What follows belongs to an exercise in optimizing a design on an open flow for small area and few clock cycles per item; a production flow would make more cautious choices. Only simulation tests tie the RTL to the original design; equivalence was not proved.

==> inputs of v26 <==
==> flow/design.v (excerpt) <==
module reshapeConcatTop
(
    input  logic         clk,
    input  logic         arstN,
    input  logic         start,
    input  logic [31:0]  reg4,
    input  logic [31:0]  reg5,
    input  logic [31:0]  reg6,
    input  logic [31:0]  reg7,
    input  logic [31:0]  reg8,
    input  logic [31:0]  reg9,
    input  logic         inValid,
    input  logic signed [7:0]         inData,
    input  logic         outCredit,
    output logic         inCredit,
    output logic         outValid,
    output logic signed [7:0]         outData,
    output logic         busy,
    output logic         done
);
==> flow/config.mk <==
export PLATFORM = sky130hd
export DESIGN_NAME = reshapeConcatTop
export DESIGN_NICKNAME = reshapeConcatTop
export VERILOG_FILES = /design/flow/design.v
export SDC_FILE = /design/flow/constraint.sdc
export NUM_CORES = 4
export LEC_CHECK = 0
export CAP_MARGIN = 20
export CORE_MARGIN = 2
export CORE_UTILIZATION = 40
export SLEW_MARGIN = 20
export SYNTH_HIERARCHICAL = 1
export SYNTH_MINIMUM_KEEP_SIZE = 0
==> flow/constraint.sdc <==
create_clock -name core_clock -period 9.0 [get_ports {clk}]
set_input_delay 1.8000 -clock core_clock [delete_from_list [all_inputs] [get_ports {clk}]]
set_output_delay 1.8000 -clock core_clock [all_outputs]
set_load 0.01 [all_outputs]
run.sh (not shown) runs the stock make flow with config.mk's settings and CLKGATE_MAP_FILE= SYNTH_SCRIPT=/design/flow/synth_recipe.tcl, a recipe that flattens the netlist after the stock synthesis.
==> v39 (differences from v26) <==
--- a/flow/design.v
+++ b/flow/design.v
@@ -119,10 +119,11 @@
     assign s1Free  = !s1Valid || adv;
     assign emit    = (rowsOutLeft != '0);
     assign pop     = busy && !lastPend && parked && (!emit || s1Free);
     assign popEmit = pop && emit;
     assign s1Next  = popEmit || (s1Valid && !adv);
+    assign lastPend = (rowsInLeft == '0);
     assign chEnd   = (chLeft == ChW'(1));
     assign rowEnd  = chEnd && (curSrc || (chRam == '0));
     assign popLast = pop && rowEnd && (rowsInLeft == RowW'(1));
     always_ff @(posedge clk or negedge arstN) begin
         if (!arstN) begin
@@ -130,11 +131,10 @@
             rp       <= '0;
             inCredit <= 1'b0;
             outCred  <= 3'(4);
             busy     <= 1'b0;
             done     <= 1'b0;
-            lastPend <= 1'b0;
         end else begin
             if (inValid) wp <= wp + 1'b1;
             if (pop) rp <= rp + 1'b1;
             inCredit <= pop;
             if (adv && !outCredit) begin
@@ -147,13 +147,10 @@
                 busy <= !emptyJob;
                 done <= emptyJob;
             end else if (busy && (lastPend || popLast) && !s1Next) begin
                 busy     <= 1'b0;
                 done     <= 1'b1;
-                lastPend <= 1'b0;
-            end else if (popLast) begin
-                lastPend <= 1'b1;
             end
         end
     end
     always_ff @(posedge clk) begin
         if (launch) begin
@@ -1571,11 +1568,11 @@
     assign q    = ~sumN;
     assign mq   = q[QW-1:16];
     assign sat  = bigSat || mq[8] || mq[7];
     assign res  = sat ? (neg ? 8'h80 : 8'h7f) : (neg ? 8'(-mq[7:0]) : mq[7:0]);
     always_ff @(posedge clk) begin
-        if (adv) outData <= res;
+        outData <= res;
     end
 endmodule
 module csaFa
 (
     input  logic a,
==> flow/flow/run.sh (new file) <==
#!/bin/bash
# The standard layout, with the smallest buffer on every input and output port.
set -euo pipefail
bash standard.sh "BUFFER_PORTS_ARGS=-buffer_cell sky130_fd_sc_hd__buf_1" finish > make_finish.log 2>&1
==> flow/standard.sh (new file) <==
#!/bin/bash
# synth_recipe.tcl (not shown) runs the flow's synth.tcl, then flattens the netlist and writes it again
# the make line also repeats each setting of config.mk as NAME=value (left out here)
make -C /OpenROAD-flow-scripts/flow DESIGN_CONFIG=/design/flow/config.mk WORK_HOME=/design/flow/orfs CLKGATE_MAP_FILE= SYNTH_SCRIPT=/design/flow/synth_recipe.tcl "${@:-finish}"
Settings changed: CAP_MARGIN 20 to 0, CORE_UTILIZATION 40 to 75, CTS_BUF_LIST from default to sky130_fd_sc_hd__clkbuf_8 sky130_fd_sc_hd__clkbuf_16, CTS_CLUSTER_DIAMETER from default to 60, CTS_CLUSTER_SIZE from default to 25, GPL_ROUTABILITY_DRIVEN from default to 0, GPL_TIMING_DRIVEN from default to 0, SLEW_MARGIN 20 to 0.
removed: flow/run.sh
==> v8 (differences from v26) <==
--- a/flow/design.v
+++ b/flow/design.v
@@ -119,10 +119,11 @@
     assign s1Free  = !s1Valid || adv;
     assign emit    = (rowsOutLeft != '0);
     assign pop     = busy && !lastPend && parked && (!emit || s1Free);
     assign popEmit = pop && emit;
     assign s1Next  = popEmit || (s1Valid && !adv);
+    assign lastPend = (rowsInLeft == '0);
     assign chEnd   = (chLeft == ChW'(1));
     assign rowEnd  = chEnd && (curSrc || (chRam == '0));
     assign popLast = pop && rowEnd && (rowsInLeft == RowW'(1));
     always_ff @(posedge clk or negedge arstN) begin
         if (!arstN) begin
@@ -130,11 +131,10 @@
             rp       <= '0;
             inCredit <= 1'b0;
             outCred  <= 3'(4);
             busy     <= 1'b0;
             done     <= 1'b0;
-            lastPend <= 1'b0;
         end else begin
             if (inValid) wp <= wp + 1'b1;
             if (pop) rp <= rp + 1'b1;
             inCredit <= pop;
             if (adv && !outCredit) begin
@@ -147,13 +147,10 @@
                 busy <= !emptyJob;
                 done <= emptyJob;
             end else if (busy && (lastPend || popLast) && !s1Next) begin
                 busy     <= 1'b0;
                 done     <= 1'b1;
-                lastPend <= 1'b0;
-            end else if (popLast) begin
-                lastPend <= 1'b1;
             end
         end
     end
     always_ff @(posedge clk) begin
         if (launch) begin
@@ -1571,11 +1568,11 @@
     assign q    = ~sumN;
     assign mq   = q[QW-1:16];
     assign sat  = bigSat || mq[8] || mq[7];
     assign res  = sat ? (neg ? 8'h80 : 8'h7f) : (neg ? 8'(-mq[7:0]) : mq[7:0]);
     always_ff @(posedge clk) begin
-        if (adv) outData <= res;
+        outData <= res;
     end
 endmodule
 module csaFa
 (
     input  logic a,
==> flow/flow/run.sh (new file) <==
#!/bin/bash
# The standard layout, with the smallest buffer on every input and output port.
set -euo pipefail
bash standard.sh "BUFFER_PORTS_ARGS=-buffer_cell sky130_fd_sc_hd__buf_1" finish > make_finish.log 2>&1
==> flow/standard.sh (new file) <==
#!/bin/bash
# synth_recipe.tcl (not shown) runs the flow's synth.tcl, then flattens the netlist and writes it again
# the make line also repeats each setting of config.mk as NAME=value (left out here)
make -C /OpenROAD-flow-scripts/flow DESIGN_CONFIG=/design/flow/config.mk WORK_HOME=/design/flow/orfs CLKGATE_MAP_FILE= SYNTH_SCRIPT=/design/flow/synth_recipe.tcl "${@:-finish}"
Settings changed: CAP_MARGIN 20 to 0, CORE_UTILIZATION 40 to 85, CTS_BUF_LIST from default to sky130_fd_sc_hd__clkbuf_8 sky130_fd_sc_hd__clkbuf_16, CTS_CLUSTER_DIAMETER from default to 60, CTS_CLUSTER_SIZE from default to 25, SLEW_MARGIN 20 to 0.
removed: flow/run.sh
==> results.sh <==
export IMPL_status="timing/DRC/antenna clean"
export IMPL_tightest_slew_ps=1110
export IMPL_vias=12200
export IMPL_seqCellArea_mm2=0.00617
export IMPL_final_cell_mix="277 x nand2_1, 214 x fa_1, 193 x edfxtp_1"
export IMPL_muxShareOfSynthArea=0.0421
export IMPL_yosys_area_top_type_share=0.329
export IMPL_synth_edf_count=193
export IMPL_crit_fanout=27
Source of the figures above: v26

==> results.sh <==
export IMPL_status="timing/DRC/antenna clean"
export IMPL_final_cell_mix="279 x nand2_1, 214 x fa_1, 185 x edfxtp_1"
export IMPL_tightest_slew_ps=1290
export IMPL_yosys_area_top_type_share=0.314
export IMPL_crit_fanout=27
export IMPL_vias=14900
export IMPL_synth_edf_count=185
export IMPL_muxShareOfSynthArea=0.0445
Source of the figures above: v8

==> results.sh <==
export IMPL_first_global_vias=13700
export IMPL_final_cell_mix="279 x nand2_1, 214 x fa_1, 185 x edfxtp_1"
export IMPL_yosys_area_top_type_share=0.314
export IMPL_path_clk_slew_ps=90
export IMPL_synth_edf_count=185
export IMPL_max_stage_delay_ps=780
export IMPL_status="timing/DRC/antenna clean"
export IMPL_tightest_slew_ps=1270
export IMPL_muxShareOfSynthArea=0.0445
export IMPL_crit_fanout=10
export IMPL_seqCellArea_mm2=0.00607
export IMPL_regMostFlops="u_requant.parkMem"
export IMPL_rsz0062_at_grt="no"
export IMPL_vias=13200
Source of the figures above: v39

Testbench counts of v26, summed over its fixed seeds: cycles 38,898, items 34,023.
Testbench counts of v39, summed over its fixed seeds: cycles 38,898, items 34,023.
Testbench counts of v8, summed over its fixed seeds: cycles 38,898, items 34,023.

## afterwards: timing with drivers on the ports
How much do the figures lean on ideal ports? The routed layouts below were timed once more, with nothing changed but the port constraints. Step 1 assumes that a clkbuf_16 drives the clock port and a buf_2 every other input. Step 2 also shifts input and output timing later by t, the mid clock arrival at the registers, as if the neighbouring blocks saw the same clock. Slacks: ideal ports / drivers / drivers and shift; pairs: ideal ports / drivers.
run	t, ns	slack for setup (ns)	hold WS [ns]	worst setup path after step 2	worst data-port slew with drivers (ns)
v26	0.582	0.759 / 0.759 / 0.759	0.499 / 0.499 / 0.499	register to register	0.10
v39	0.520	0.433 / 0.433 / 0.433	0.510 / 0.510 / 0.510	register to register	0.08
v8	0.538	0.833 / 0.833 / 0.833	0.527 / 0.527 / 0.527	register to register	0.10
After both steps every run listed still meets setup and hold.
